Context: an optimization exercise on an open-source flow, tuned for small area, a short achievable clock period and few clock cycles per item. The choices shown serve that exercise and are no tape-out recipe. Function was checked by simulation only, so behaviour that the tests miss may differ from the original. Power figures rest on the tool's default switching activity, not on a simulated workload.

$ cat flow/design.v
package scev_pkg;
   localparam logic [31:0] HdrMagic   = 32'h3256_5053;
   localparam logic [31:0] SpvMagic   = 32'h0723_0203;
   localparam logic [63:0] FnvBasis   = 64'hCBF2_9CE4_8422_2325;
   localparam logic [31:0] MaxBytesReset = 32'd67108864;
   localparam logic [2:0] VerdictOk     = 3'd0;
   localparam logic [2:0] VerdictSize   = 3'd1;
   localparam logic [2:0] VerdictHeader = 3'd2;
   localparam logic [2:0] VerdictLength = 3'd3;
   localparam logic [2:0] VerdictHash   = 3'd4;
   localparam logic [2:0] VerdictPrefix = 3'd5;
   localparam logic [2:0] VerdictSpirv  = 3'd6;
   function automatic logic [31:0] inc32(input logic [31:0] v);
      logic [4:0] blk;
      logic       c;
      begin
         blk[0] = 1'b1;
         for (int b = 0; b < 4; b++) blk[b + 1] = blk[b] & (&v[8 * b +: 8]);
         for (int b = 0; b < 4; b++) begin
            c = blk[b];
            for (int i = 0; i < 8; i++) begin
               inc32[8 * b + i] = v[8 * b + i] ^ c;
               c = c & v[8 * b + i];
            end
         end
      end
   endfunction
   function automatic logic [31:0] dec32(input logic [31:0] v);
      dec32 = ~inc32(~v);
   endfunction
   function automatic logic [15:0] dec16(input logic [15:0] v);
      logic [31:0] w;
      begin
         w = dec32({16'hFFFF, v});
         dec16 = w[15:0];
      end
   endfunction
   function automatic logic [63:0] fnv_step(input logic [63:0] hash, input logic [7:0] data);
      logic [63:0] x;
      begin
         x = hash ^ {56'd0, data};
         fnv_step = (x << 40) + (x << 9) - (x << 6) - (x << 4) + (x << 1) + x;
      end
   endfunction
endpackage
module scev_fnv_hash (
   input  logic        clock,
   input  logic        consume,    
   input  logic        payload,    
   input  logic        load,       
   input  logic [7:0]  port_byte,
   output logic [63:0] hash
);
   logic [63:0] x, xn, row0, row1, pg_p, pg_g, next, base;
   logic t1, t2, t3, t4, t5, t6, t7, t8, t9, t10, t11, t12, t13, t14, t15, t16;
   logic t17, t18, t19, t20, t21, t22, t23, t24, t25, t26, t27, t28, t29, t30, t31, t32;
   logic t33, t34, t35, t36, t37, t38, t39, t40, t41, t42, t43, t44, t45, t46, t47, t48;
   logic t49, t50, t51, t52, t53, t54, t55, t56, t57, t58, t59, t60, t61, t62, t63, t64;
   logic t65, t66, t67, t68, t69, t70, t71, t72, t73, t74, t75, t76, t77, t78, t79, t80;
   logic t81, t82, t83, t84, t85, t86, t87, t88, t89, t90, t91, t92, t93, t94, t95, t96;
   logic t97, t98, t99, t100, t101, t102, t103, t104, t105, t106, t107, t108, t109, t110, t111, t112;
   logic t113, t114, t115, t116, t117, t118, t119, t120, t121, t122, t123, t124, t125, t126, t127, t128;
   logic t129, t130, t131, t132, t133, t134, t135, t136, t137, t138, t139, t140, t141, t142, t143, t144;
   logic t145, t146, t147, t148, t149, t150, t151, t152, t153, t154, t155, t156, t157, t158, t159, t160;
   logic t161, t162, t163, t164, t165, t166, t167, t168, t169, t170, t171, t172, t173, t174, t175, t176;
   logic t177, t178, t179, t180, t181, t182, t183, t184, t185, t186, t187, t188, t189, t190, t191, t192;
   logic t193, t194, t195, t196, t197, t198, t199, t200, t201, t202, t203, t204, t205, t206, t207, t208;
   logic t209, t210, t211, t212, t213, t214, t215, t216, t217, t218, t219, t220, t221, t222, t223, t224;
   logic t225, t226, t227, t228, t229, t230, t231, t232, t233, t234, t235, t236, t237, t238, t239, t240;
   logic t241, t242, t243, t244, t245, t246, t247, t248, t249, t250, t251, t252, t253, t254, t255, t256;
   logic t257, t258, t259, t260, t261, t262, t263, t264, t265, t266, t267, t268, t269, t270, t271, t272;
   logic t273, t274, t275, t276, t277, t278, t279, t280, t281, t282, t283, t284, t285, t286, t287, t288;
   logic t289, t290, t291, t292, t293, t294, t295, t296, t297, t298, t299, t300, t301, t302, t303, t304;
   logic t305, t306, t307, t308, t309, t310, t311, t312, t313, t314, t315, t316, t317, t318, t319, t320;
   logic t321, t322, t323, t324, t325, t326, t327, t328, t329, t330, t331, t332, t333, t334, t335, t336;
   logic t337, t338, t339, t340, t341, t342, t343, t344, t345, t346, t347, t348, t349, t350, t351, t352;
   logic t353, t354, t355, t356, t357, t358, t359, t360, t361, t362, t363, t364, t365, t366, t367, t368;
   logic t369, t370, t371, t372, t373, t374, t375, t376, t377, t378, t379, t380, t381, t382, t383, t384;
   logic t385, t386, t387, t388, t389, t390, t391, t392, t393, t394, t395, t396, t397, t398, t399, t400;
   logic t401, t402, t403, t404, c1g, c2g, c2p, c3g, c3p, c4g, c4p, c5g, c5p, c6g, c6p, c7g;
   logic c7p, c8g, c8p, c9g, c9p, c10g, c10p, c11g, c11p, c12g, c12p, c13g, c13p, c14g, c14p, c15g;
   logic c15p, c16g, c16p, c17g, c17p, c18g, c18p, c19g, c19p, c20g, c20p, c21g, c21p, c22g, c22p, c23g;
   logic c23p, c24g, c24p, c25g, c25p, c26g, c26p, c27g, c27p, c28g, c28p, c29g, c29p, c30g, c30p, c31g;
   logic c31p, c32g, c32p, c33g, c34g, c35g, c35p, c36g, c36p, c37g, c37p, c38g, c38p, c39g, c39p, c40g;
   logic c40p, c41g, c41p, c42g, c42p, c43g, c43p, c44g, c44p, c45g, c45p, c46g, c46p, c47g, c47p, c48g;
   logic c48p, c49g, c49p, c50g, c50p, c51g, c51p, c52g, c52p, c53g, c53p, c54g, c54p, c55g, c55p, c56g;
   logic c56p, c57g, c57p, c58g, c58p, c59g, c59p, c60g, c60p, c61g, c61p, c62g, c62p, c63g, c63p, c64g;
   logic c64p, c65g, c66g, c67g, c68g, c69g, c69p, c70g, c70p, c71g, c71p, c72g, c72p, c73g, c73p, c74g;
   logic c74p, c75g, c75p, c76g, c76p, c77g, c77p, c78g, c78p, c79g, c79p, c80g, c80p, c81g, c81p, c82g;
   logic c82p, c83g, c83p, c84g, c84p, c85g, c85p, c86g, c86p, c87g, c87p, c88g, c88p, c89g, c89p, c90g;
   logic c90p, c91g, c91p, c92g, c92p, c93g, c93p, c94g, c94p, c95g, c95p, c96g, c96p, c97g, c98g, c99g;
   logic c100g, c101g, c102g, c103g, c104g, c105g, c105p, c106g, c106p, c107g, c107p, c108g, c108p, c109g, c109p, c110g;
   logic c110p, c111g, c111p, c112g, c112p, c113g, c113p, c114g, c114p, c115g, c115p, c116g, c116p, c117g, c117p, c118g;
   logic c118p, c119g, c119p, c120g, c120p, c121g, c121p, c122g, c122p, c123g, c123p, c124g, c124p, c125g, c125p, c126g;
   logic c126p, c127g, c127p, c128g, c128p, c129g, c130g, c131g, c132g, c133g, c134g, c135g, c136g, c137g, c138g, c139g;
   logic c140g, c141g, c142g, c143g, c144g, c145g, c145p, c146g, c146p, c147g, c147p, c148g, c148p, c149g, c149p, c150g;
   logic c150p, c151g, c151p, c152g, c152p, c153g, c153p, c154g, c154p, c155g, c155p, c156g, c156p, c157g, c157p, c158g;
   logic c158p, c159g, c159p, c160g, c160p, c161g, c162g, c163g, c164g, c165g, c166g, c167g, c168g, c169g, c170g, c171g;
   logic c172g, c173g, c174g, c175g, c176g, c177g, c178g, c179g, c180g, c181g, c182g, c183g, c184g, c185g, c186g, c187g;
   logic c188g, c189g, c190g, c191g, c192g;
   assign x  = hash;
   assign xn = ~x;
   assign t1 = ~x[5];
   assign t2 = x[5];
   assign {t4, t3} = x[6] + x[7];
   assign {t6, t5} = x[7] + x[8];
   assign {t8, t7} = x[0] + x[8] + x[9];
   assign {t10, t9} = x[1] + x[9] + x[10];
   assign {t12, t11} = x[2] + x[10] + x[11];
   assign {t14, t13} = x[3] + x[11] + x[12];
   assign {t16, t15} = x[4] + x[12] + x[13];
   assign {t18, t17} = x[5] + x[13] + x[14];
   assign {t20, t19} = x[6] + x[14] + x[15];
   assign {t22, t21} = x[7] + x[15] + x[16];
   assign {t24, t23} = x[8] + x[16] + x[17];
   assign {t26, t25} = x[9] + x[17] + x[18];
   assign {t28, t27} = x[10] + x[18] + x[19];
   assign {t30, t29} = x[11] + x[19] + x[20];
   assign {t32, t31} = x[12] + x[20] + x[21];
   assign {t34, t33} = x[13] + x[21] + x[22];
   assign {t36, t35} = x[14] + x[22] + x[23];
   assign {t38, t37} = x[15] + x[23] + x[24];
   assign {t40, t39} = x[16] + x[24] + x[25];
   assign {t42, t41} = x[17] + x[25] + x[26];
   assign {t44, t43} = x[18] + x[26] + x[27];
   assign {t46, t45} = x[19] + x[27] + x[28];
   assign {t48, t47} = x[20] + x[28] + x[29];
   assign {t50, t49} = x[21] + x[29] + x[30];
   assign {t52, t51} = x[22] + x[30] + x[31];
   assign {t54, t53} = x[23] + x[31] + x[32];
   assign {t56, t55} = x[24] + x[32] + x[33];
   assign {t58, t57} = x[25] + x[33] + x[34];
   assign {t60, t59} = x[26] + x[34] + x[35];
   assign {t62, t61} = x[27] + x[35] + x[36];
   assign {t64, t63} = x[28] + x[36] + x[37];
   assign {t66, t65} = x[29] + x[37] + x[38];
   assign {t68, t67} = x[30] + x[38] + x[39];
   assign {t70, t69} = x[0] + x[31] + x[39];
   assign {t72, t71} = x[40] + xn[34];
   assign {t74, t73} = x[1] + x[32] + x[40];
   assign {t76, t75} = x[41] + xn[35] + xn[37];
   assign {t78, t77} = x[2] + x[33] + x[41];
   assign {t80, t79} = x[42] + xn[36] + xn[38];
   assign {t82, t81} = x[3] + x[34] + x[42];
   assign {t84, t83} = x[43] + xn[37] + xn[39];
   assign {t86, t85} = x[4] + x[35] + x[43];
   assign {t88, t87} = x[44] + xn[38] + xn[40];
   assign {t90, t89} = x[5] + x[36] + x[44];
   assign {t92, t91} = x[45] + xn[39] + xn[41];
   assign {t94, t93} = x[6] + x[37] + x[45];
   assign {t96, t95} = x[46] + xn[40] + xn[42];
   assign {t98, t97} = x[7] + x[38] + x[46];
   assign {t100, t99} = x[47] + xn[41] + xn[43];
   assign {t102, t101} = x[8] + x[39] + x[47];
   assign {t104, t103} = x[48] + xn[42] + xn[44];
   assign {t106, t105} = x[9] + x[40] + x[48];
   assign {t108, t107} = x[49] + xn[43] + xn[45];
   assign {t110, t109} = x[10] + x[41] + x[49];
   assign {t112, t111} = x[50] + xn[44] + xn[46];
   assign {t114, t113} = x[11] + x[42] + x[50];
   assign {t116, t115} = x[51] + xn[45] + xn[47];
   assign {t118, t117} = x[12] + x[43] + x[51];
   assign {t120, t119} = x[52] + xn[46] + xn[48];
   assign {t122, t121} = x[13] + x[44] + x[52];
   assign {t124, t123} = x[53] + xn[47] + xn[49];
   assign {t126, t125} = x[14] + x[45] + x[53];
   assign {t128, t127} = x[54] + xn[48] + xn[50];
   assign {t130, t129} = x[15] + x[46] + x[54];
   assign {t132, t131} = x[55] + xn[49] + xn[51];
   assign {t134, t133} = x[16] + x[47] + x[55];
   assign {t136, t135} = x[56] + xn[50] + xn[52];
   assign {t138, t137} = x[17] + x[48] + x[56];
   assign {t140, t139} = x[57] + xn[51] + xn[53];
   assign {t142, t141} = x[18] + x[49] + x[57];
   assign {t144, t143} = x[58] + xn[52] + xn[54];
   assign {t146, t145} = x[19] + x[50] + x[58];
   assign {t148, t147} = x[59] + xn[53] + xn[55];
   assign {t150, t149} = x[20] + x[51] + x[59];
   assign {t152, t151} = x[60] + xn[54] + xn[56];
   assign {t154, t153} = x[21] + x[52] + x[60];
   assign {t156, t155} = x[61] + xn[55] + xn[57];
   assign {t158, t157} = x[22] + x[53] + x[61];
   assign {t160, t159} = x[62] + xn[56] + xn[58];
   assign {t162, t161} = x[23] + x[54] + x[62];
   assign {t164, t163} = x[63] + xn[57] + xn[59];
   assign t165 = ~x[3];
   assign t166 = x[3];
   assign {t168, t167} = x[4] + x[5];
   assign {t170, t169} = x[6] + xn[0] + xn[2];
   assign {t172, t171} = xn[1] + xn[3] + t2;
   assign {t174, t173} = xn[2] + xn[4] + t4;
   assign {t176, t175} = xn[3] + xn[5] + t6;
   assign {t178, t177} = xn[4] + xn[6] + t8;
   assign {t180, t179} = xn[5] + xn[7] + t10;
   assign {t182, t181} = xn[6] + xn[8] + t12;
   assign {t184, t183} = xn[7] + xn[9] + t14;
   assign {t186, t185} = xn[8] + xn[10] + t16;
   assign {t188, t187} = xn[9] + xn[11] + t18;
   assign {t190, t189} = xn[10] + xn[12] + t20;
   assign {t192, t191} = xn[11] + xn[13] + t22;
   assign {t194, t193} = xn[12] + xn[14] + t24;
   assign {t196, t195} = xn[13] + xn[15] + t26;
   assign {t198, t197} = xn[14] + xn[16] + t28;
   assign {t200, t199} = xn[15] + xn[17] + t30;
   assign {t202, t201} = xn[16] + xn[18] + t32;
   assign {t204, t203} = xn[17] + xn[19] + t34;
   assign {t206, t205} = xn[18] + xn[20] + t36;
   assign {t208, t207} = xn[19] + xn[21] + t38;
   assign {t210, t209} = xn[20] + xn[22] + t40;
   assign {t212, t211} = xn[21] + xn[23] + t42;
   assign {t214, t213} = xn[22] + xn[24] + t44;
   assign {t216, t215} = xn[23] + xn[25] + t46;
   assign {t218, t217} = xn[24] + xn[26] + t48;
   assign {t220, t219} = xn[25] + xn[27] + t50;
   assign {t222, t221} = xn[26] + xn[28] + t52;
   assign {t224, t223} = xn[27] + xn[29] + t54;
   assign {t226, t225} = xn[28] + xn[30] + t56;
   assign {t228, t227} = xn[29] + xn[31] + t58;
   assign {t230, t229} = xn[30] + xn[32] + t60;
   assign {t232, t231} = xn[31] + xn[33] + t62;
   assign {t234, t233} = xn[32] + xn[34] + t64;
   assign {t236, t235} = xn[33] + xn[35] + t66;
   assign {t238, t237} = xn[36] + t68 + t69;
   assign {t240, t239} = t70 + t73 + t72;
   assign {t242, t241} = t74 + t77 + t76;
   assign {t244, t243} = t78 + t81 + t80;
   assign {t246, t245} = t82 + t85 + t84;
   assign {t248, t247} = t86 + t89 + t88;
   assign {t250, t249} = t90 + t93 + t92;
   assign {t252, t251} = t94 + t97 + t96;
   assign {t254, t253} = t98 + t101 + t100;
   assign {t256, t255} = t102 + t105 + t104;
   assign {t258, t257} = t106 + t109 + t108;
   assign {t260, t259} = t110 + t113 + t112;
   assign {t262, t261} = t114 + t117 + t116;
   assign {t264, t263} = t118 + t121 + t120;
   assign {t266, t265} = t122 + t125 + t124;
   assign {t268, t267} = t126 + t129 + t128;
   assign {t270, t269} = t130 + t133 + t132;
   assign {t272, t271} = t134 + t137 + t136;
   assign {t274, t273} = t138 + t141 + t140;
   assign {t276, t275} = t142 + t145 + t144;
   assign {t278, t277} = t146 + t149 + t148;
   assign {t280, t279} = t150 + t153 + t152;
   assign {t282, t281} = t154 + t157 + t156;
   assign {t284, t283} = t158 + t161 + t160;
   assign {t286, t285} = x[4] + xn[0];
   assign {t288, t287} = xn[1] + t166 + t167;
   assign {t290, t289} = t168 + t1 + t169;
   assign {t292, t291} = t3 + t170 + t171;
   assign {t294, t293} = t5 + t172 + t173;
   assign {t296, t295} = t7 + t174 + t175;
   assign {t298, t297} = t9 + t176 + t177;
   assign {t300, t299} = t11 + t178 + t179;
   assign {t302, t301} = t13 + t180 + t181;
   assign {t304, t303} = t15 + t182 + t183;
   assign {t306, t305} = t17 + t184 + t185;
   assign {t308, t307} = t19 + t186 + t187;
   assign {t310, t309} = t21 + t188 + t189;
   assign {t312, t311} = t23 + t190 + t191;
   assign {t314, t313} = t25 + t192 + t193;
   assign {t316, t315} = t27 + t194 + t195;
   assign {t318, t317} = t29 + t196 + t197;
   assign {t320, t319} = t31 + t198 + t199;
   assign {t322, t321} = t33 + t200 + t201;
   assign {t324, t323} = t35 + t202 + t203;
   assign {t326, t325} = t37 + t204 + t205;
   assign {t328, t327} = t39 + t206 + t207;
   assign {t330, t329} = t41 + t208 + t209;
   assign {t332, t331} = t43 + t210 + t211;
   assign {t334, t333} = t45 + t212 + t213;
   assign {t336, t335} = t47 + t214 + t215;
   assign {t338, t337} = t49 + t216 + t217;
   assign {t340, t339} = t51 + t218 + t219;
   assign {t342, t341} = t53 + t220 + t221;
   assign {t344, t343} = t55 + t222 + t223;
   assign {t346, t345} = t57 + t224 + t225;
   assign {t348, t347} = t59 + t226 + t227;
   assign {t350, t349} = t61 + t228 + t229;
   assign {t352, t351} = t63 + t230 + t231;
   assign {t354, t353} = t65 + t232 + t233;
   assign {t356, t355} = t67 + t234 + t235;
   assign {t358, t357} = t71 + t236 + t237;
   assign {t360, t359} = t75 + t238 + t239;
   assign {t362, t361} = t79 + t240 + t241;
   assign {t364, t363} = t83 + t242 + t243;
   assign {t366, t365} = t87 + t244 + t245;
   assign {t368, t367} = t91 + t246 + t247;
   assign {t370, t369} = t95 + t248 + t249;
   assign {t372, t371} = t99 + t250 + t251;
   assign {t374, t373} = t103 + t252 + t253;
   assign {t376, t375} = t107 + t254 + t255;
   assign {t378, t377} = t111 + t256 + t257;
   assign {t380, t379} = t115 + t258 + t259;
   assign {t382, t381} = t119 + t260 + t261;
   assign {t384, t383} = t123 + t262 + t263;
   assign {t386, t385} = t127 + t264 + t265;
   assign {t388, t387} = t131 + t266 + t267;
   assign {t390, t389} = t135 + t268 + t269;
   assign {t392, t391} = t139 + t270 + t271;
   assign {t394, t393} = t143 + t272 + t273;
   assign {t396, t395} = t147 + t274 + t275;
   assign {t398, t397} = t151 + t276 + t277;
   assign {t400, t399} = t155 + t278 + t279;
   assign {t402, t401} = t159 + t280 + t281;
   assign {t404, t403} = t163 + t282 + t283;
   assign row0 = {t402, t400, t398, t396, t394, t392, t390, t388, t386, t384, t382, t380, t378, t376, t374, t372, t370, t368, t366, t364, t362, t360, t358, t356, t354, t352, t350, t348, t346, t344, t342, t340, t338, t336, t334, t332, t330, t328, t326, t324, t322, t320, t318, t316, t314, t312, t310, t308, t306, t304, t302, t300, t298, t296, t294, t292, t290, t288, t286, t165, x[2], x[1], x[0], x[0]};
   assign row1 = {t403, t401, t399, t397, t395, t393, t391, t389, t387, t385, t383, t381, t379, t377, t375, t373, t371, t369, t367, t365, t363, t361, t359, t357, t355, t353, t351, t349, t347, t345, t343, t341, t339, t337, t335, t333, t331, t329, t327, t325, t323, t321, t319, t317, t315, t313, t311, t309, t307, t305, t303, t301, t299, t297, t295, t293, t291, t289, t287, t285, x[3], x[2], x[1], 1'b0};
   assign pg_p = row0 ^ row1;
   assign pg_g = row0 & row1;
   assign c1g = pg_g[1] | (pg_p[1] & pg_g[0]);
   assign c2g = pg_g[3] | (pg_p[3] & pg_g[2]);
   assign c2p = pg_p[3] & pg_p[2];
   assign c3g = pg_g[5] | (pg_p[5] & pg_g[4]);
   assign c3p = pg_p[5] & pg_p[4];
   assign c4g = pg_g[7] | (pg_p[7] & pg_g[6]);
   assign c4p = pg_p[7] & pg_p[6];
   assign c5g = pg_g[9] | (pg_p[9] & pg_g[8]);
   assign c5p = pg_p[9] & pg_p[8];
   assign c6g = pg_g[11] | (pg_p[11] & pg_g[10]);
   assign c6p = pg_p[11] & pg_p[10];
   assign c7g = pg_g[13] | (pg_p[13] & pg_g[12]);
   assign c7p = pg_p[13] & pg_p[12];
   assign c8g = pg_g[15] | (pg_p[15] & pg_g[14]);
   assign c8p = pg_p[15] & pg_p[14];
   assign c9g = pg_g[17] | (pg_p[17] & pg_g[16]);
   assign c9p = pg_p[17] & pg_p[16];
   assign c10g = pg_g[19] | (pg_p[19] & pg_g[18]);
   assign c10p = pg_p[19] & pg_p[18];
   assign c11g = pg_g[21] | (pg_p[21] & pg_g[20]);
   assign c11p = pg_p[21] & pg_p[20];
   assign c12g = pg_g[23] | (pg_p[23] & pg_g[22]);
   assign c12p = pg_p[23] & pg_p[22];
   assign c13g = pg_g[25] | (pg_p[25] & pg_g[24]);
   assign c13p = pg_p[25] & pg_p[24];
   assign c14g = pg_g[27] | (pg_p[27] & pg_g[26]);
   assign c14p = pg_p[27] & pg_p[26];
   assign c15g = pg_g[29] | (pg_p[29] & pg_g[28]);
   assign c15p = pg_p[29] & pg_p[28];
   assign c16g = pg_g[31] | (pg_p[31] & pg_g[30]);
   assign c16p = pg_p[31] & pg_p[30];
   assign c17g = pg_g[33] | (pg_p[33] & pg_g[32]);
   assign c17p = pg_p[33] & pg_p[32];
   assign c18g = pg_g[35] | (pg_p[35] & pg_g[34]);
   assign c18p = pg_p[35] & pg_p[34];
   assign c19g = pg_g[37] | (pg_p[37] & pg_g[36]);
   assign c19p = pg_p[37] & pg_p[36];
   assign c20g = pg_g[39] | (pg_p[39] & pg_g[38]);
   assign c20p = pg_p[39] & pg_p[38];
   assign c21g = pg_g[41] | (pg_p[41] & pg_g[40]);
   assign c21p = pg_p[41] & pg_p[40];
   assign c22g = pg_g[43] | (pg_p[43] & pg_g[42]);
   assign c22p = pg_p[43] & pg_p[42];
   assign c23g = pg_g[45] | (pg_p[45] & pg_g[44]);
   assign c23p = pg_p[45] & pg_p[44];
   assign c24g = pg_g[47] | (pg_p[47] & pg_g[46]);
   assign c24p = pg_p[47] & pg_p[46];
   assign c25g = pg_g[49] | (pg_p[49] & pg_g[48]);
   assign c25p = pg_p[49] & pg_p[48];
   assign c26g = pg_g[51] | (pg_p[51] & pg_g[50]);
   assign c26p = pg_p[51] & pg_p[50];
   assign c27g = pg_g[53] | (pg_p[53] & pg_g[52]);
   assign c27p = pg_p[53] & pg_p[52];
   assign c28g = pg_g[55] | (pg_p[55] & pg_g[54]);
   assign c28p = pg_p[55] & pg_p[54];
   assign c29g = pg_g[57] | (pg_p[57] & pg_g[56]);
   assign c29p = pg_p[57] & pg_p[56];
   assign c30g = pg_g[59] | (pg_p[59] & pg_g[58]);
   assign c30p = pg_p[59] & pg_p[58];
   assign c31g = pg_g[61] | (pg_p[61] & pg_g[60]);
   assign c31p = pg_p[61] & pg_p[60];
   assign c32g = pg_g[63] | (pg_p[63] & pg_g[62]);
   assign c32p = pg_p[63] & pg_p[62];
   assign c33g = pg_g[2] | (pg_p[2] & c1g);
   assign c34g = c2g | (c2p & c1g);
   assign c35g = pg_g[6] | (pg_p[6] & c3g);
   assign c35p = pg_p[6] & c3p;
   assign c36g = c4g | (c4p & c3g);
   assign c36p = c4p & c3p;
   assign c37g = pg_g[10] | (pg_p[10] & c5g);
   assign c37p = pg_p[10] & c5p;
   assign c38g = c6g | (c6p & c5g);
   assign c38p = c6p & c5p;
   assign c39g = pg_g[14] | (pg_p[14] & c7g);
   assign c39p = pg_p[14] & c7p;
   assign c40g = c8g | (c8p & c7g);
   assign c40p = c8p & c7p;
   assign c41g = pg_g[18] | (pg_p[18] & c9g);
   assign c41p = pg_p[18] & c9p;
   assign c42g = c10g | (c10p & c9g);
   assign c42p = c10p & c9p;
   assign c43g = pg_g[22] | (pg_p[22] & c11g);
   assign c43p = pg_p[22] & c11p;
   assign c44g = c12g | (c12p & c11g);
   assign c44p = c12p & c11p;
   assign c45g = pg_g[26] | (pg_p[26] & c13g);
   assign c45p = pg_p[26] & c13p;
   assign c46g = c14g | (c14p & c13g);
   assign c46p = c14p & c13p;
   assign c47g = pg_g[30] | (pg_p[30] & c15g);
   assign c47p = pg_p[30] & c15p;
   assign c48g = c16g | (c16p & c15g);
   assign c48p = c16p & c15p;
   assign c49g = pg_g[34] | (pg_p[34] & c17g);
   assign c49p = pg_p[34] & c17p;
   assign c50g = c18g | (c18p & c17g);
   assign c50p = c18p & c17p;
   assign c51g = pg_g[38] | (pg_p[38] & c19g);
   assign c51p = pg_p[38] & c19p;
   assign c52g = c20g | (c20p & c19g);
   assign c52p = c20p & c19p;
   assign c53g = pg_g[42] | (pg_p[42] & c21g);
   assign c53p = pg_p[42] & c21p;
   assign c54g = c22g | (c22p & c21g);
   assign c54p = c22p & c21p;
   assign c55g = pg_g[46] | (pg_p[46] & c23g);
   assign c55p = pg_p[46] & c23p;
   assign c56g = c24g | (c24p & c23g);
   assign c56p = c24p & c23p;
   assign c57g = pg_g[50] | (pg_p[50] & c25g);
   assign c57p = pg_p[50] & c25p;
   assign c58g = c26g | (c26p & c25g);
   assign c58p = c26p & c25p;
   assign c59g = pg_g[54] | (pg_p[54] & c27g);
   assign c59p = pg_p[54] & c27p;
   assign c60g = c28g | (c28p & c27g);
   assign c60p = c28p & c27p;
   assign c61g = pg_g[58] | (pg_p[58] & c29g);
   assign c61p = pg_p[58] & c29p;
   assign c62g = c30g | (c30p & c29g);
   assign c62p = c30p & c29p;
   assign c63g = pg_g[62] | (pg_p[62] & c31g);
   assign c63p = pg_p[62] & c31p;
   assign c64g = c32g | (c32p & c31g);
   assign c64p = c32p & c31p;
   assign c65g = pg_g[4] | (pg_p[4] & c34g);
   assign c66g = c3g | (c3p & c34g);
   assign c67g = c35g | (c35p & c34g);
   assign c68g = c36g | (c36p & c34g);
   assign c69g = pg_g[12] | (pg_p[12] & c38g);
   assign c69p = pg_p[12] & c38p;
   assign c70g = c7g | (c7p & c38g);
   assign c70p = c7p & c38p;
   assign c71g = c39g | (c39p & c38g);
   assign c71p = c39p & c38p;
   assign c72g = c40g | (c40p & c38g);
   assign c72p = c40p & c38p;
   assign c73g = pg_g[20] | (pg_p[20] & c42g);
   assign c73p = pg_p[20] & c42p;
   assign c74g = c11g | (c11p & c42g);
   assign c74p = c11p & c42p;
   assign c75g = c43g | (c43p & c42g);
   assign c75p = c43p & c42p;
   assign c76g = c44g | (c44p & c42g);
   assign c76p = c44p & c42p;
   assign c77g = pg_g[28] | (pg_p[28] & c46g);
   assign c77p = pg_p[28] & c46p;
   assign c78g = c15g | (c15p & c46g);
   assign c78p = c15p & c46p;
   assign c79g = c47g | (c47p & c46g);
   assign c79p = c47p & c46p;
   assign c80g = c48g | (c48p & c46g);
   assign c80p = c48p & c46p;
   assign c81g = pg_g[36] | (pg_p[36] & c50g);
   assign c81p = pg_p[36] & c50p;
   assign c82g = c19g | (c19p & c50g);
   assign c82p = c19p & c50p;
   assign c83g = c51g | (c51p & c50g);
   assign c83p = c51p & c50p;
   assign c84g = c52g | (c52p & c50g);
   assign c84p = c52p & c50p;
   assign c85g = pg_g[44] | (pg_p[44] & c54g);
   assign c85p = pg_p[44] & c54p;
   assign c86g = c23g | (c23p & c54g);
   assign c86p = c23p & c54p;
   assign c87g = c55g | (c55p & c54g);
   assign c87p = c55p & c54p;
   assign c88g = c56g | (c56p & c54g);
   assign c88p = c56p & c54p;
   assign c89g = pg_g[52] | (pg_p[52] & c58g);
   assign c89p = pg_p[52] & c58p;
   assign c90g = c27g | (c27p & c58g);
   assign c90p = c27p & c58p;
   assign c91g = c59g | (c59p & c58g);
   assign c91p = c59p & c58p;
   assign c92g = c60g | (c60p & c58g);
   assign c92p = c60p & c58p;
   assign c93g = pg_g[60] | (pg_p[60] & c62g);
   assign c93p = pg_p[60] & c62p;
   assign c94g = c31g | (c31p & c62g);
   assign c94p = c31p & c62p;
   assign c95g = c63g | (c63p & c62g);
   assign c95p = c63p & c62p;
   assign c96g = c64g | (c64p & c62g);
   assign c96p = c64p & c62p;
   assign c97g = pg_g[8] | (pg_p[8] & c68g);
   assign c98g = c5g | (c5p & c68g);
   assign c99g = c37g | (c37p & c68g);
   assign c100g = c38g | (c38p & c68g);
   assign c101g = c69g | (c69p & c68g);
   assign c102g = c70g | (c70p & c68g);
   assign c103g = c71g | (c71p & c68g);
   assign c104g = c72g | (c72p & c68g);
   assign c105g = pg_g[24] | (pg_p[24] & c76g);
   assign c105p = pg_p[24] & c76p;
   assign c106g = c13g | (c13p & c76g);
   assign c106p = c13p & c76p;
   assign c107g = c45g | (c45p & c76g);
   assign c107p = c45p & c76p;
   assign c108g = c46g | (c46p & c76g);
   assign c108p = c46p & c76p;
   assign c109g = c77g | (c77p & c76g);
   assign c109p = c77p & c76p;
   assign c110g = c78g | (c78p & c76g);
   assign c110p = c78p & c76p;
   assign c111g = c79g | (c79p & c76g);
   assign c111p = c79p & c76p;
   assign c112g = c80g | (c80p & c76g);
   assign c112p = c80p & c76p;
   assign c113g = pg_g[40] | (pg_p[40] & c84g);
   assign c113p = pg_p[40] & c84p;
   assign c114g = c21g | (c21p & c84g);
   assign c114p = c21p & c84p;
   assign c115g = c53g | (c53p & c84g);
   assign c115p = c53p & c84p;
   assign c116g = c54g | (c54p & c84g);
   assign c116p = c54p & c84p;
   assign c117g = c85g | (c85p & c84g);
   assign c117p = c85p & c84p;
   assign c118g = c86g | (c86p & c84g);
   assign c118p = c86p & c84p;
   assign c119g = c87g | (c87p & c84g);
   assign c119p = c87p & c84p;
   assign c120g = c88g | (c88p & c84g);
   assign c120p = c88p & c84p;
   assign c121g = pg_g[56] | (pg_p[56] & c92g);
   assign c121p = pg_p[56] & c92p;
   assign c122g = c29g | (c29p & c92g);
   assign c122p = c29p & c92p;
   assign c123g = c61g | (c61p & c92g);
   assign c123p = c61p & c92p;
   assign c124g = c62g | (c62p & c92g);
   assign c124p = c62p & c92p;
   assign c125g = c93g | (c93p & c92g);
   assign c125p = c93p & c92p;
   assign c126g = c94g | (c94p & c92g);
   assign c126p = c94p & c92p;
   assign c127g = c95g | (c95p & c92g);
   assign c127p = c95p & c92p;
   assign c128g = c96g | (c96p & c92g);
   assign c128p = c96p & c92p;
   assign c129g = pg_g[16] | (pg_p[16] & c104g);
   assign c130g = c9g | (c9p & c104g);
   assign c131g = c41g | (c41p & c104g);
   assign c132g = c42g | (c42p & c104g);
   assign c133g = c73g | (c73p & c104g);
   assign c134g = c74g | (c74p & c104g);
   assign c135g = c75g | (c75p & c104g);
   assign c136g = c76g | (c76p & c104g);
   assign c137g = c105g | (c105p & c104g);
   assign c138g = c106g | (c106p & c104g);
   assign c139g = c107g | (c107p & c104g);
   assign c140g = c108g | (c108p & c104g);
   assign c141g = c109g | (c109p & c104g);
   assign c142g = c110g | (c110p & c104g);
   assign c143g = c111g | (c111p & c104g);
   assign c144g = c112g | (c112p & c104g);
   assign c145g = pg_g[48] | (pg_p[48] & c120g);
   assign c145p = pg_p[48] & c120p;
   assign c146g = c25g | (c25p & c120g);
   assign c146p = c25p & c120p;
   assign c147g = c57g | (c57p & c120g);
   assign c147p = c57p & c120p;
   assign c148g = c58g | (c58p & c120g);
   assign c148p = c58p & c120p;
   assign c149g = c89g | (c89p & c120g);
   assign c149p = c89p & c120p;
   assign c150g = c90g | (c90p & c120g);
   assign c150p = c90p & c120p;
   assign c151g = c91g | (c91p & c120g);
   assign c151p = c91p & c120p;
   assign c152g = c92g | (c92p & c120g);
   assign c152p = c92p & c120p;
   assign c153g = c121g | (c121p & c120g);
   assign c153p = c121p & c120p;
   assign c154g = c122g | (c122p & c120g);
   assign c154p = c122p & c120p;
   assign c155g = c123g | (c123p & c120g);
   assign c155p = c123p & c120p;
   assign c156g = c124g | (c124p & c120g);
   assign c156p = c124p & c120p;
   assign c157g = c125g | (c125p & c120g);
   assign c157p = c125p & c120p;
   assign c158g = c126g | (c126p & c120g);
   assign c158p = c126p & c120p;
   assign c159g = c127g | (c127p & c120g);
   assign c159p = c127p & c120p;
   assign c160g = c128g | (c128p & c120g);
   assign c160p = c128p & c120p;
   assign c161g = pg_g[32] | (pg_p[32] & c144g);
   assign c162g = c17g | (c17p & c144g);
   assign c163g = c49g | (c49p & c144g);
   assign c164g = c50g | (c50p & c144g);
   assign c165g = c81g | (c81p & c144g);
   assign c166g = c82g | (c82p & c144g);
   assign c167g = c83g | (c83p & c144g);
   assign c168g = c84g | (c84p & c144g);
   assign c169g = c113g | (c113p & c144g);
   assign c170g = c114g | (c114p & c144g);
   assign c171g = c115g | (c115p & c144g);
   assign c172g = c116g | (c116p & c144g);
   assign c173g = c117g | (c117p & c144g);
   assign c174g = c118g | (c118p & c144g);
   assign c175g = c119g | (c119p & c144g);
   assign c176g = c120g | (c120p & c144g);
   assign c177g = c145g | (c145p & c144g);
   assign c178g = c146g | (c146p & c144g);
   assign c179g = c147g | (c147p & c144g);
   assign c180g = c148g | (c148p & c144g);
   assign c181g = c149g | (c149p & c144g);
   assign c182g = c150g | (c150p & c144g);
   assign c183g = c151g | (c151p & c144g);
   assign c184g = c152g | (c152p & c144g);
   assign c185g = c153g | (c153p & c144g);
   assign c186g = c154g | (c154p & c144g);
   assign c187g = c155g | (c155p & c144g);
   assign c188g = c156g | (c156p & c144g);
   assign c189g = c157g | (c157p & c144g);
   assign c190g = c158g | (c158p & c144g);
   assign c191g = c159g | (c159p & c144g);
   assign c192g = c160g | (c160p & c144g);
   assign next[0] = pg_p[0];
   assign next[1] = pg_p[1] ^ pg_g[0];
   assign next[2] = pg_p[2] ^ c1g;
   assign next[3] = pg_p[3] ^ c33g;
   assign next[4] = pg_p[4] ^ c34g;
   assign next[5] = pg_p[5] ^ c65g;
   assign next[6] = pg_p[6] ^ c66g;
   assign next[7] = pg_p[7] ^ c67g;
   assign next[8] = pg_p[8] ^ c68g;
   assign next[9] = pg_p[9] ^ c97g;
   assign next[10] = pg_p[10] ^ c98g;
   assign next[11] = pg_p[11] ^ c99g;
   assign next[12] = pg_p[12] ^ c100g;
   assign next[13] = pg_p[13] ^ c101g;
   assign next[14] = pg_p[14] ^ c102g;
   assign next[15] = pg_p[15] ^ c103g;
   assign next[16] = pg_p[16] ^ c104g;
   assign next[17] = pg_p[17] ^ c129g;
   assign next[18] = pg_p[18] ^ c130g;
   assign next[19] = pg_p[19] ^ c131g;
   assign next[20] = pg_p[20] ^ c132g;
   assign next[21] = pg_p[21] ^ c133g;
   assign next[22] = pg_p[22] ^ c134g;
   assign next[23] = pg_p[23] ^ c135g;
   assign next[24] = pg_p[24] ^ c136g;
   assign next[25] = pg_p[25] ^ c137g;
   assign next[26] = pg_p[26] ^ c138g;
   assign next[27] = pg_p[27] ^ c139g;
   assign next[28] = pg_p[28] ^ c140g;
   assign next[29] = pg_p[29] ^ c141g;
   assign next[30] = pg_p[30] ^ c142g;
   assign next[31] = pg_p[31] ^ c143g;
   assign next[32] = pg_p[32] ^ c144g;
   assign next[33] = pg_p[33] ^ c161g;
   assign next[34] = pg_p[34] ^ c162g;
   assign next[35] = pg_p[35] ^ c163g;
   assign next[36] = pg_p[36] ^ c164g;
   assign next[37] = pg_p[37] ^ c165g;
   assign next[38] = pg_p[38] ^ c166g;
   assign next[39] = pg_p[39] ^ c167g;
   assign next[40] = pg_p[40] ^ c168g;
   assign next[41] = pg_p[41] ^ c169g;
   assign next[42] = pg_p[42] ^ c170g;
   assign next[43] = pg_p[43] ^ c171g;
   assign next[44] = pg_p[44] ^ c172g;
   assign next[45] = pg_p[45] ^ c173g;
   assign next[46] = pg_p[46] ^ c174g;
   assign next[47] = pg_p[47] ^ c175g;
   assign next[48] = pg_p[48] ^ c176g;
   assign next[49] = pg_p[49] ^ c177g;
   assign next[50] = pg_p[50] ^ c178g;
   assign next[51] = pg_p[51] ^ c179g;
   assign next[52] = pg_p[52] ^ c180g;
   assign next[53] = pg_p[53] ^ c181g;
   assign next[54] = pg_p[54] ^ c182g;
   assign next[55] = pg_p[55] ^ c183g;
   assign next[56] = pg_p[56] ^ c184g;
   assign next[57] = pg_p[57] ^ c185g;
   assign next[58] = pg_p[58] ^ c186g;
   assign next[59] = pg_p[59] ^ c187g;
   assign next[60] = pg_p[60] ^ c188g;
   assign next[61] = pg_p[61] ^ c189g;
   assign next[62] = pg_p[62] ^ c190g;
   assign next[63] = pg_p[63] ^ c191g;
   assign base = payload ? next : scev_pkg::FnvBasis;
   always_ff @(posedge clock) begin
      if (consume) begin
         hash[63:8] <= base[63:8];
      end
      if (consume || load) begin
         hash[7:0] <= (consume ? base[7:0] : hash[7:0]) ^ (load ? port_byte : 8'd0);
      end
   end
endmodule
module scev_spirv_walk (
   input  logic       clock,
   input  logic       reset,
   input  logic       step,       
   input  logic       header,     
   input  logic       word,       
   input  logic [7:0] data_byte,
   output logic       bad         
);
   logic [1:0]  lane_ff;    
   logic [2:0]  widx_ff;    
   logic [15:0] skip_ff;    
   logic [7:0]  b2_ff;      
   logic        zero_ff;    
   logic        bad_ff;
   logic [15:0] len;
   logic [7:0]  magic_byte;
   logic        byte_zero;
   logic        bad_now;
   always_comb begin
      len        = {data_byte, b2_ff};
      byte_zero  = data_byte == 8'd0;
      magic_byte = scev_pkg::SpvMagic[8 * lane_ff +: 8];
      bad_now    = 1'b0;
      case (widx_ff)
         3'd0: bad_now = data_byte != magic_byte;
         3'd3: bad_now = lane_ff == 2'd3 && zero_ff && byte_zero;
         3'd4: bad_now = !byte_zero;
         3'd5: bad_now = lane_ff == 2'd3 && skip_ff == 16'd0 && len == 16'd0;
         default: ;
      endcase
   end
   always_ff @(posedge clock) begin
      if (reset) begin
         lane_ff <= '0;
         widx_ff <= '0;
         bad_ff  <= 1'b0;
      end else if (step && header) begin
         lane_ff <= '0;
         widx_ff <= '0;
         bad_ff  <= 1'b0;
      end else if (step && word) begin
         lane_ff <= lane_ff + 2'd1;
         if (bad_now) bad_ff <= 1'b1;
         if (lane_ff == 2'd3 && widx_ff != 3'd5) widx_ff <= widx_ff + 3'd1;
      end
   end
   always_ff @(posedge clock) begin
      if (step && word) begin
         zero_ff <= (lane_ff == 2'd0 || zero_ff) && byte_zero;
         if (lane_ff == 2'd2) b2_ff <= data_byte;
         if (lane_ff == 2'd3) begin
            if (widx_ff != 3'd5) skip_ff <= '0;
            else skip_ff <= scev_pkg::dec16(skip_ff == 16'd0 ? len : skip_ff);
         end
      end
   end
   assign bad = bad_ff || widx_ff != 3'd5 || skip_ff != 16'd0;
endmodule
module shader_cache_entry_validator_unit (
   input  logic        clock,
   input  logic        reset,
   input  logic        req_tvalid,
   output logic        req_tready,
   input  logic [15:0] req_tdata,   
   input  logic        req_tlast,   
   output logic        rsp_tvalid,
   input  logic        rsp_tready,
   output logic [39:0] rsp_tdata,   
   input  logic        csr_valid,
   output logic        csr_ready,
   input  logic [1:0]  csr_index,
   input  logic [31:0] csr_data
);
   logic [31:0] stage_code_ff;
   logic [23:0] contract_len_ff;
   logic [23:0] source_len_ff;
   logic [31:0] max_bytes_ff;
   logic        in_valid_ff;
   logic [7:0]  in_file_ff;
   logic        in_differs_ff;   
   logic        in_last_ff;
   logic [1:0]  owed_ff;         
   logic        ready_ff;
   logic [31:0] pos_ff;          
   logic        payload_ff;      
   logic        words_ff;        
   logic        over_ff;         
   logic        header_bad_ff;
   logic [31:0] word_count_ff;
   logic [31:0] len_left_ff;     
   logic        len_high_ff;     
   logic        len_sum_ok_ff;   
   logic [63:0] hash_field_ff;
   logic        prefix_bad_ff;
   logic        vp_valid_ff;
   logic [2:0]  vp_code_ff;      
   logic        rsp_valid_ff;
   logic [2:0]  rsp_code_ff;
   logic [31:0] rejected_ff;
   logic        take, take_payload, consume, last, header, prefix, word;
   logic [5:0]  hpos;
   logic [7:0]  expect_byte;
   logic        check_byte;
   logic [63:0] hash;
   logic        walk_bad;
   logic [25:0] prefix_end;
   logic        at_prefix_end;
   logic        at_max;
   logic [2:0]  pre_code;
   logic [2:0]  code;
   logic        load_rsp;
   logic [1:0]  owed_next;
   assign csr_ready  = 1'b1;
   assign req_tready = ready_ff;
   assign rsp_tvalid = rsp_valid_ff;
   assign rsp_tdata  = {5'd0, rejected_ff, rsp_code_ff};
   always_ff @(posedge clock) begin
      if (reset) begin
         stage_code_ff   <= '0;
         contract_len_ff <= '0;
         source_len_ff   <= '0;
         max_bytes_ff    <= scev_pkg::MaxBytesReset;
      end else if (csr_valid) begin
         case (csr_index)
            2'd0: stage_code_ff   <= csr_data;
            2'd1: contract_len_ff <= csr_data[23:0];
            2'd2: source_len_ff   <= csr_data[23:0];
            default: max_bytes_ff <= csr_data;
         endcase
      end
   end
   assign take = req_tvalid && ready_ff;
   always_ff @(posedge clock) begin
      in_valid_ff   <= take && !reset;
      in_file_ff    <= req_tdata[7:0];
      in_differs_ff <= req_tdata[7:0] != req_tdata[15:8];
      in_last_ff    <= req_tlast;
   end
   always_comb begin
      owed_next = owed_ff;
      if (take && req_tlast) owed_next = owed_next + 2'd1;
      if (rsp_valid_ff && rsp_tready) owed_next = owed_next - 2'd1;
   end
   always_ff @(posedge clock) begin
      if (reset) begin
         owed_ff  <= '0;
         ready_ff <= 1'b1;
      end else begin
         owed_ff  <= owed_next;
         ready_ff <= !owed_next[1];
      end
   end
   assign consume = in_valid_ff;
   assign last    = in_last_ff;
   assign header  = !payload_ff;
   assign prefix  = payload_ff && !words_ff;
   assign word    = words_ff;
   assign hpos    = pos_ff[5:0];
   assign prefix_end = {2'd0, contract_len_ff} + {2'd0, source_len_ff} + 26'd39;
   assign at_max  = pos_ff == max_bytes_ff;
   assign at_prefix_end = pos_ff == {6'd0, prefix_end};
   always_comb begin
      check_byte  = header && hpos < 6'd20;
      expect_byte = 8'd0;
      case (hpos[4:0])
         5'd0:  expect_byte = scev_pkg::HdrMagic[7:0];
         5'd1:  expect_byte = scev_pkg::HdrMagic[15:8];
         5'd2:  expect_byte = scev_pkg::HdrMagic[23:16];
         5'd3:  expect_byte = scev_pkg::HdrMagic[31:24];
         5'd4:  expect_byte = 8'd2;
         5'd8:  expect_byte = stage_code_ff[7:0];
         5'd9:  expect_byte = stage_code_ff[15:8];
         5'd10: expect_byte = stage_code_ff[23:16];
         5'd11: expect_byte = stage_code_ff[31:24];
         5'd12: expect_byte = contract_len_ff[7:0];
         5'd13: expect_byte = contract_len_ff[15:8];
         5'd14: expect_byte = contract_len_ff[23:16];
         5'd16: expect_byte = source_len_ff[7:0];
         5'd17: expect_byte = source_len_ff[15:8];
         5'd18: expect_byte = source_len_ff[23:16];
         default: expect_byte = 8'd0;
      endcase
   end
   always_ff @(posedge clock) begin
      if (reset) begin
         pos_ff        <= '0;
         payload_ff    <= 1'b0;
         words_ff      <= 1'b0;
         over_ff       <= 1'b0;
         header_bad_ff <= 1'b0;
         len_high_ff   <= 1'b0;
         len_sum_ok_ff <= 1'b0;
      end else if (consume) begin
         if (last) begin
            pos_ff        <= '0;
            payload_ff    <= 1'b0;
            words_ff      <= 1'b0;
            over_ff       <= 1'b0;
            header_bad_ff <= 1'b0;
            len_high_ff   <= 1'b0;
            len_sum_ok_ff <= 1'b0;
         end else begin
            pos_ff <= scev_pkg::inc32(pos_ff);
            if (header && hpos == 6'd39) payload_ff <= 1'b1;
            if (at_max) over_ff <= 1'b1;
            if (check_byte && in_file_ff != expect_byte) header_bad_ff <= 1'b1;
            if (header && hpos[5:2] == 4'd7 && in_file_ff != 8'd0) len_high_ff <= 1'b1;
            if (at_prefix_end) begin
               words_ff <= 1'b1;
               if (len_left_ff == {word_count_ff[29:0], 1'b0, payload_ff} &&
                   word_count_ff[31:30] == 2'd0) len_sum_ok_ff <= 1'b1;
            end
         end
      end
   end
   always_ff @(posedge clock) begin
      if (consume) begin
         if (header) begin
            case (hpos)
               6'd20: word_count_ff[7:0]   <= in_file_ff;
               6'd21: word_count_ff[15:8]  <= in_file_ff;
               6'd22: word_count_ff[23:16] <= in_file_ff;
               6'd23: word_count_ff[31:24] <= in_file_ff;
               6'd24: len_left_ff[7:0]     <= in_file_ff;
               6'd25: len_left_ff[15:8]    <= in_file_ff;
               6'd26: len_left_ff[23:16]   <= in_file_ff;
               6'd27: len_left_ff[31:24]   <= in_file_ff;
               6'd32: hash_field_ff[7:0]   <= in_file_ff;
               6'd33: hash_field_ff[15:8]  <= in_file_ff;
               6'd34: hash_field_ff[23:16] <= in_file_ff;
               6'd35: hash_field_ff[31:24] <= in_file_ff;
               6'd36: hash_field_ff[39:32] <= in_file_ff;
               6'd37: hash_field_ff[47:40] <= in_file_ff;
               6'd38: hash_field_ff[55:48] <= in_file_ff;
               6'd39: hash_field_ff[63:56] <= in_file_ff;
               default: ;
            endcase
         end else begin
            len_left_ff <= scev_pkg::dec32(len_left_ff);
         end
      end
   end
   always_ff @(posedge clock) begin
      if (reset) begin
         prefix_bad_ff <= 1'b0;
      end else if (consume) begin
         if (header) prefix_bad_ff <= 1'b0;
         else if (prefix && in_differs_ff) prefix_bad_ff <= 1'b1;
      end
   end
   assign take_payload = take && (consume ? !last && (payload_ff || hpos == 6'd39) : payload_ff);
   scev_fnv_hash u_hash (
      .clock     (clock),
      .consume   (consume),
      .payload   (payload_ff),
      .load      (take_payload),
      .port_byte (req_tdata[7:0]),
      .hash      (hash)
   );
   scev_spirv_walk u_walk (
      .clock     (clock),
      .reset     (reset),
      .step      (consume),
      .header    (header),
      .word      (word),
      .data_byte (in_file_ff),
      .bad       (walk_bad)
   );
   always_comb begin
      if (over_ff || at_max || (header && hpos != 6'd39)) begin
         pre_code = scev_pkg::VerdictSize;
      end else if (header_bad_ff || (word_count_ff[31:3] == 29'd0 && word_count_ff[2:0] < 3'd5)) begin
         pre_code = scev_pkg::VerdictHeader;
      end else if (!(payload_ff && len_left_ff == 32'd1 && !len_high_ff && len_sum_ok_ff)) begin
         pre_code = scev_pkg::VerdictLength;
      end else begin
         pre_code = scev_pkg::VerdictOk;
      end
   end
   always_comb begin
      if (vp_code_ff != scev_pkg::VerdictOk) code = vp_code_ff;
      else if (hash != hash_field_ff) code = scev_pkg::VerdictHash;
      else if (prefix_bad_ff) code = scev_pkg::VerdictPrefix;
      else if (walk_bad) code = scev_pkg::VerdictSpirv;
      else code = scev_pkg::VerdictOk;
   end
   assign load_rsp = vp_valid_ff && !rsp_valid_ff;
   always_ff @(posedge clock) begin
      if (reset) begin
         vp_valid_ff  <= 1'b0;
         rsp_valid_ff <= 1'b0;
         rejected_ff  <= '0;
      end else begin
         if (consume && last) vp_valid_ff <= 1'b1;
         else if (load_rsp) vp_valid_ff <= 1'b0;
         if (load_rsp) begin
            rsp_valid_ff <= 1'b1;
            if (code != scev_pkg::VerdictOk)
               rejected_ff <= scev_pkg::inc32(rejected_ff) | {32{&rejected_ff}};
         end else if (rsp_tready) begin
            rsp_valid_ff <= 1'b0;
         end
      end
   end
   always_ff @(posedge clock) begin
      if (consume && last) vp_code_ff <= pre_code;
      if (load_rsp) rsp_code_ff <= code;
   end
endmodule
$ cat flow/flow/run.sh
#!/bin/bash
# Own layout flow: the standard flow (standard.sh, standard synthesis unchanged) with
# smaller port buffers and a clock tree without dummy loads, set through ORFS's environment
# variables. The flow's full output goes to flow_orfs.log in this folder.
set -euo pipefail
cd "$(dirname "$0")/.."
export BUFFER_PORTS_ARGS="-buffer_cell sky130_fd_sc_hd__buf_1"
export CTS_ARGS="-sink_clustering_enable -repair_clock_nets -dont_use_dummy_load -sink_clustering_size 15 -sink_clustering_max_diameter 50 -buf_list {sky130_fd_sc_hd__clkbuf_4 sky130_fd_sc_hd__clkbuf_8}"
bash standard.sh > flow_orfs.log 2>&1
$ cat flow/standard.sh
#!/bin/bash
# synth_recipe.tcl (not shown) runs the flow's synth.tcl, then flattens the netlist and writes it again
# the make line also repeats each setting of config.mk as NAME=value (left out here)
make -C /OpenROAD-flow-scripts/flow DESIGN_CONFIG=/design/flow/config.mk WORK_HOME=/design/flow/orfs CLKGATE_MAP_FILE= SYNTH_SCRIPT=/design/flow/synth_recipe.tcl "${@:-finish}"
$ cat flow/config.mk
export PLATFORM = sky130hd
export DESIGN_NAME = shader_cache_entry_validator_unit
export DESIGN_NICKNAME = shader_cache_entry_validator_unit
export VERILOG_FILES = /design/flow/design.v
export SDC_FILE = /design/flow/constraint.sdc
export NUM_CORES = 4
export LEC_CHECK = 0
export ABC_AREA = 1
export CAP_MARGIN = 0
export CORE_MARGIN = 2
export CORE_UTILIZATION = 40
export SETUP_SLACK_MARGIN = 5
export SLEW_MARGIN = 0
$ cat flow/constraint.sdc
create_clock -name core_clock -period 10.0 [get_ports {clock}]
set_input_delay 2.0000 -clock core_clock [delete_from_list [all_inputs] [get_ports {clock}]]
set_output_delay 2.0000 -clock core_clock [all_outputs]
set_load 0.01 [all_outputs]
==> results of run 1 <==
-- power groups by stage --
stage / Combinational, mW / Sequential (mW) / Clock, mW
after global routing: 1.13 / 1.92 / 1.25
after global placement: 0.960 / 1.96 / 0
after floorplan: 0.747 / 1.94 / 0
after CTS: 0.974 / 1.92 / 1.19
final: 0.981 / 1.92 / 1.16
after detailed placement: 0.967 / 1.96 / 0
-- synth_stat cells, types with 3 or more instances --
master / n / area, µm²
o2111ai_1: 7 / 61.3
o21ai_0: 195 / 976
nor3b_1: 5 / 37.5
buf_2: 9 / 45.0
edfxtp_1: 222 / 6670
nand2_1: 511 / 1920
nand2_2: 4 / 25.0
a21o_1: 8 / 60.1
clkbuf_1: 55 / 206
nand4_1: 62 / 388
nor2_2: 7 / 43.8
nor3_1: 28 / 140
o22ai_1: 33 / 206
inv_1: 644 / 2420
buf_6: 7 / 78.8
dfxtp_1: 205 / 4100
a31oi_1: 3 / 18.8
o21ai_2: 4 / 35.0
o21bai_1: 19 / 143
or2_2: 49 / 307
o31ai_1: 4 / 30.0
nand3_1: 213 / 1070
xnor2_1: 110 / 963
buf_4: 9 / 67.6
xor2_1: 33 / 289
nor4_1: 24 / 150
o21a_1: 3 / 22.5
ha_1: 220 / 2750
buf_1: 9 / 33.8
a21oi_1: 268 / 1340
nor2_1: 284 / 1070
nand3b_1: 7 / 52.6
a21boi_0: 5 / 37.5
a21oi_2: 3 / 26.3
nand2_4: 3 / 33.8
a211oi_1: 3 / 22.5
fa_1: 197 / 3940
-- sequential cells by signal (all words and copies together) (netlist names), 8 cells and up --
signal	count
len_left_ff	32
rejected_ff	32
in_file_ff	8
contract_len_ff	24
source_len_ff	24
max_bytes_ff	32
word_count_ff	32
u_walk.b2_ff	8
hash_field_ff	64
pos_ff	32
u_hash.hash	64
stage_code_ff	32
u_walk.skip_ff	16
-- worst max-delay path, stage by stage, from the launching register on --
cell,delay [ns]
edfxtp_1,0.61
fa_1,0.52
fa_1,0.51
inv_1,0.05
fa_1,0.53
inv_1,0.04
ha_1,0.26
inv_1,0.06
nor3_1,0.41
nand3_2,0.16
nand2_4,0.14
nand3_1,0.12
nand2_4,0.32
inv_2,0.11
fa_1,0.39
xor2_1,0.15
nor2_1,0.05
-- per-layer routing --
layer / up-vias / part of all wire, %
li1: 11500 / -
met1: 11300 / 47
met2: 628 / 44
met3: 118 / 6.4
met4: 0 / 2.7
met5: - / 0
-- path summary, 6_finish.rpt --
| check | start | endpoint | slack [ns] | cells after the start |
|---|---|---|---|---|
| worst max-delay path | u_hash.hash[1] | u_hash.hash[33] | 5.23 | 16 |
| worst min register to register | over_ff | over_ff | 0.46 | 2 |
| worst max register to register | u_hash.hash[1] | u_hash.hash[33] | 5.23 | 16 |
| worst min-delay path | over_ff | over_ff | 0.46 | 2 |
-- per-stage QoR --
step	std cells	area (µm²)	worst slack, ns
floorplan	3509	30100	5.86
global placement	4507	31400	4.74
detailed placement	4507	31400	4.73
CTS	4566	32200	5.05
global route	4566	32200	4.96
finish	4566	32200	5.23
-- cell usage in the layout (no fill, tap or decap), types with 49 or more instances in the layout --
cell / instances
a21oi_1: 268
fa_1: 197
ha_1: 220
dfxtp_1: 203
edfxtp_1: 222
nand3_1: 213
xnor2_1: 110
o21ai_0: 195
buf_1: 91
nand2_1: 510
nor2_1: 282
or2_2: 49
clkbuf_8: 59
inv_1: 644
nand4_1: 62
-- logic make-up after synthesis --
kind of cell	count (synthesis)	synth area share (%)
other	2	0.0250
AO/OA/AOI/OAI	571	10.4
XOR/XNOR	143	4.17
adder cells (fa/ha/maj)	417	22.3
flip-flops	427	35.8
buffers and inverters	738	9.58
AND/OR/NAND/NOR	1207	17.7
-- final cells by class --
type / count / area (µm²) / area share [%]
Sequential cell: 427 / 10800 / 33.4
Tap cell: 969 / 1210 / 3.76
Clock buffer: 59 / 812 / 2.52
Timing Repair Buffer: 119 / 549 / 1.70
Multi-Input combinational cell: 2344 / 16400 / 51.0
Inverter: 648 / 2430 / 7.55
-- repair_timing --
item / 4_1_cts / 5_1_grt
gates resized for setup: 2 / 3
gates cloned: 0 / 0
endpoints found under the hold margin: 0 / 0
endpoints found under the setup margin: 9 / 16
==> results.yml, run 1 <==
logic_synthesis:
  ys_seq_area_share_pct: 35.8
  synth.avg_cell_area_um2: 8.57
  synth_enable_flop_cells: 222
  yosysUniqueCellTypes: 59
  ys_warn_count: 3
  synth.cell_area_um2: 30000
  ys_ff_latch: 427
  syn_inst: 3505
  ys.flop_type: "edfxtp_1"
  synth-async-reset-ratio_pct: 0
min_path:
  min_path_type: "register to register"
setup_path:
  startpoint_type: "register"
  crit_path_end_kind: "register"
  path_class: "register to register"
  worstPathArrival_ns: 5.15
  path_max_fanout: 29
  worstPathRequired_ns: 10.38
place:
  dpl.hpwl_um: 64700
  portBuffers: 92
  gp_congestion: 0.922
sta:
  final.min_clock_period_ns: 4.77
  finClkSkew_ns: 0.124
  drv_slew: 0
  finalCritPeriodShare_pct: 47.7
  max_clock_freq_ghz: 0.210
  rsz0062_at_grt: "yes"
  worst_pin_slew_ns: 1.21
  hold_viol: 0
  fin_setup_tns_ns: 0
  setup_viol: 0
  slew_headroom_pct: 18.7
  whs_ns: 0.455
detailed_routing:
  routed_wl_um: 84100
  first_pass_iters: 5
  via_per_inst: 5.16
  initialDrtViolationCount: 1736
  via_count: 23600
  wl_per_cell_um: 18.4
  drcViolationCount: 0
  drtAntennaViolNets: 0
global_routing:
  grt_pass1_vias: 22700
  grtUsageMet1_pct: 30.9
  grt.met3_usage_pct: 3.29
  grt_max_degree: 77
  antenna_found_initial: 0
  grt_pass1_wl_um: 130000
  track_usage_pct: 21.8
  grt.busiest_layer: "met2"
  use_met2_pct: 34.5
  grt_overflow: 0
power_and_ir_drop:
  switching_share_pct: 32.4
  p_int_mw: 2.74
  power.density_nw_per_um2: 126
  power.total_mw: 4.06
  p_comb_share_pct: 24.2
  power.leakage_nw: 14.2
  max-vdd-ir-drop_uv: 93.4
  p_clk_share_pct: 28.5
  p_sw_mw: 1.32
  p_seq_share_pct: 47.3
floorplanning:
  coreArea_um2: 74400
  initial_core_util_pct: 40.4
  die_area_um2: 77300
  io-pin-count: 99
  die_w_um: 278
  die_h_um: 278
  row_count: 100
cells_and_area:
  final_util_pct: 43.3
  syn2layout_area_growth_pct: 7.23
  fillers: 7453
  nets: 4072
  n_antenna_cell: 0
  drive_above_1_share_pct: 4.84
job:
  drv_cap: 0
clock_network:
  clk_path_buf_depth: 3
  path_clk_slew_ns: 0.07
  clkLatencyLatePin_ns: 0.73
  tritoncts: "done"
  post_cts_buffers: 0
  cts_buffers: 59
  htree_levels: 2
  cts-hold-fix-buffers: 0
  cts_sinks: 427
  root_buffer: "clkbuf_8"
outcome:
  status: "finished clean"
Testbench counts, summed over its fixed seeds: cycles 74,921, bytes 74,896.
==> run 2: changes to the inputs <==
--- a/flow/flow/run.sh
+++ b/flow/flow/run.sh
@@ -7,3 +7,4 @@
 export BUFFER_PORTS_ARGS="-buffer_cell sky130_fd_sc_hd__buf_1"
 export CTS_ARGS="-sink_clustering_enable -repair_clock_nets -dont_use_dummy_load -sink_clustering_size 15 -sink_clustering_max_diameter 50 -buf_list {sky130_fd_sc_hd__clkbuf_4 sky130_fd_sc_hd__clkbuf_8}"
+export SETUP_SLACK_MARGIN=6
 bash standard.sh > flow_orfs.log 2>&1
--- a/flow/config.mk
+++ b/flow/config.mk
@@ -7,7 +7,6 @@
 export LEC_CHECK = 0
 export ABC_AREA = 1
-export CAP_MARGIN = 0
+export CAP_MARGIN = 20
 export CORE_MARGIN = 2
 export CORE_UTILIZATION = 40
-export SETUP_SLACK_MARGIN = 5
-export SLEW_MARGIN = 0
+export SLEW_MARGIN = 20
==> run 2 against run 1 <==
  * Flip-flop and latch count stayed put
  * Highest routed layer unchanged
  * Area after synthesis stayed put
  * Routed wire length is 6.1% higher
  * Critical path type unchanged
  * Synthesized cell count unchanged
  * Maximum frequency increased by 13%
  * Critical path depth is 1 higher
  * Still clean on timing, DRC and antenna
  * Final cell count grew 3.9%
  * Final area rose by 8.2%
==> results.yml, run 2 <==
outcome:
  status: "finished clean"
cells_and_area:
  layout_common_cells: "621 x inv_1, 494 x nand2_1, 266 x nor2_1, 228 x a21oi_1, 222 x edfxtp_1"
  syn2layout_area_growth_pct: 16.1
  nets: 4249
  reg_top3: "hash_field_ff x64, u_hash.hash x64"
  layout_commonest_cell: "inv_1"
  drive_above_1_share_pct: 13.9
clock_network:
  root_buffer: "clkbuf_8"
  path_clk_slew_ns: 0.06
  tritoncts: "done"
  clkLatencyLatePin_ns: 0.74
  cts-hold-fix-buffers: 0
  clk_path_buf_depth: 3
  cts_sinks: 427
  cts_buffers: 59
  htree_levels: 2
sta:
  worst_pin_slew_ns: 1.11
  final.min_clock_period_ns: 4.21
  max_clock_freq_ghz: 0.237
  finalCritPeriodShare_pct: 42.1
  hold_viol: 0
  fin_setup_tns_ns: 0
  setup_viol: 0
  finClkSkew_ns: 0.131
  rsz0062_at_grt: "yes"
  drv_slew: 0
  slew_headroom_pct: 25.2
  fin_ws_ns: 5.79
logic_synthesis:
  synth.avg_cell_area_um2: 8.57
  ys_warn_count: 3
  ys_top_cells_by_area: "edfxtp_1 22%, dfxtp_1 14%, fa_1 13%"
  ys_ff_latch: 427
  synth_top_area_share_pct: 22.2
  synth_enable_flop_cells: 222
  ys.flop_type: "edfxtp_1"
  synth-async-reset-ratio_pct: 0
  yosysUniqueCellTypes: 59
  syn_inst: 3505
  synth_most_common_cell: "inv_1"
  synth.cell_area_um2: 30000
  synth_top_cell_by_area: "edfxtp_1"
  ys_top_cells_by_count: "644 x inv_1, 511 x nand2_1, 284 x nor2_1, 268 x a21oi_1, 222 x edfxtp_1"
  ys_seq_area_share_pct: 35.8
power_and_ir_drop:
  p_clk_share_pct: 25.6
  p_int_mw: 3.00
  p_comb_share_pct: 32.7
  power.density_nw_per_um2: 131
  power.leakage_nw: 15.2
  switching_share_pct: 34.1
  max-vdd-ir-drop_uv: 92.4
  p_sw_mw: 1.56
  p_seq_share_pct: 41.8
place:
  dpl.hpwl_um: 65000
  portBuffers: 92
  gp_congestion: 0.938
  dp_slack_ns: 4.95
detailed_routing:
  via_count: 24600
  routed_wl_um: 89200
  drcViolationCount: 0
  wl_per_cell_um: 18.8
  drtAntennaViolNets: 0
  via_per_inst: 5.19
  first_pass_iters: 8
  initialDrtViolationCount: 1954
floorplanning:
  die_area_um2: 77300
  coreArea_um2: 74400
  row_count: 100
  die_w_um: 278
  io-pin-count: 99
  initial_core_util_pct: 40.4
  die_h_um: 278
job:
  drv_cap: 0
setup_path:
  path_class: "register to register"
  worstPathRequired_ns: 10.39
  crit_path_end_kind: "register"
  startpoint_type: "register"
  worstPathArrival_ns: 4.60
  path_max_fanout: 4
global_routing:
  grt_pass1_wl_um: 138000
  grt_pass1_vias: 24000
  antenna_found_initial: 3
  grt_max_degree: 73
  track_usage_pct: 23.0
  grt_overflow: 0
min_path:
  min_path_type: "register to register"
## run 2: power by group through the flow
stage	Clock, mW	Combinational, mW	Sequential (mW)
after floorplan	0	0.755	1.94
after global placement	0	0.976	1.95
after detailed placement	0	0.985	1.96
after CTS	1.20	1.25	1.91
after global routing	1.26	1.65	1.91
final	1.17	1.49	1.91
## run 2: through the flow
step | utilization [%] | std cells | area, µm² | power, mW | hold WS (ns)
4_1_cts | 45.5 | 4701 | 33900 | 4.36 | 0.451
2_1_floorplan | - | 3509 | 30100 | 2.70 | 0.428
3_3_place_gp | 42.2 | 4506 | 31400 | 2.93 | 0.437
3_5_place_dp | 42.2 | 4506 | 31400 | 2.94 | 0.441
5_1_grt | 46.8 | 4743 | 34900 | 4.82 | 0.473
6_report | 46.8 | 4745 | 34900 | 4.56 | 0.456
## run 2: worst paths after layout
path                      from           endpoint  slack (ns)  cells after the start
max            u_hash.hash[11]    u_hash.hash[63]        5.79                     17
min          stage_code_ff[16]  stage_code_ff[16]        0.46                      2
max reg2reg    u_hash.hash[11]    u_hash.hash[63]        5.79                     17
min reg2reg  stage_code_ff[16]  stage_code_ff[16]        0.46                      2
## run 2: repair_timing
item                       in CTS  in global routing
gates resized for setup       125                149
setup endpoints to repair      43                 51
gates cloned                    3                  1
pin swaps                      57                 60
buffers inserted              133                 41
## run 2: routing by layer
| metal | GRT usage (%) | vias up | wire [µm] |
|---|---|---|---|
| li1 | - | 11900 | - |
| met1 | 32.8 | 11800 | 40300 |
| met2 | 36.6 | 735 | 40400 |
| met3 | 3.15 | 137 | 6390 |
| met4 | 6.00 | 0 | 2150 |
| met5 | 0 | - | 0 |
## run 2: worst max-delay path, stage by stage, from the launching register on
cell      delay (ns)
edfxtp_1        0.39
buf_4           0.17
buf_4           0.13
fa_1            0.57
inv_1           0.07
fa_1            0.48
fa_1            0.56
inv_1           0.05
ha_1            0.37
nand2_4         0.09
nor2_4          0.12
nand2_2         0.09
nor2_4          0.15
clkinv_4        0.08
nor4_4          0.31
nand3_1         0.13
nand3b_1        0.10
nand3_1         0.07
## run 2: cell families after synthesis
kind of cell	share of synthesized area (%)
xor gates and xnor gates	4.17
adders and majority gates	22.3
and+or+nand+nor	17.7
other	0.0250
DFF	35.8
AOI/OAI and AO/OA	10.4
buffers and inverters	9.58
## run 2: cell type report
type,count,area (µm²)
Antenna cell,2,5.00
Clock buffer,59,812
Fill cell,7043,39600
Inverter,648,2450
Multi-Input combinational cell,2347,17600
Sequential cell,427,10800
Tap cell,969,1210
Timing Repair Buffer,293,2070

==> static timing again, ports no longer ideal <==
The results above use ideal ports. As a check the final layouts listed here were re-extracted and re-timed, cells and wires unchanged. Step 1: set_driving_cell puts a clkbuf_16 on clock and a buf_2 on each other input, an assumption about the parent block. Step 2, shift: input delay + t, output delay - t, t = (earliest + latest rising clock arrival at the registers) / 2. This alone moves slack from input paths to output paths. Three values: ideal, step 1, step 2; two values: the first two.
| run | t (ns) | slack for setup (ns) | pins driven straight from the clock port |
|---|---|---|---|
| run 1 | 0.720 | 5.231 / 5.231 / 5.231 | 1 |
| run 2 | 0.732 | 5.786 / 5.786 / 5.611 | 1 |
After both steps setup and hold are still met in every run listed. For run 2, which loses most, drivers alone change the setup slack by 0.000 ns; drivers and shift together by -0.175 ns.
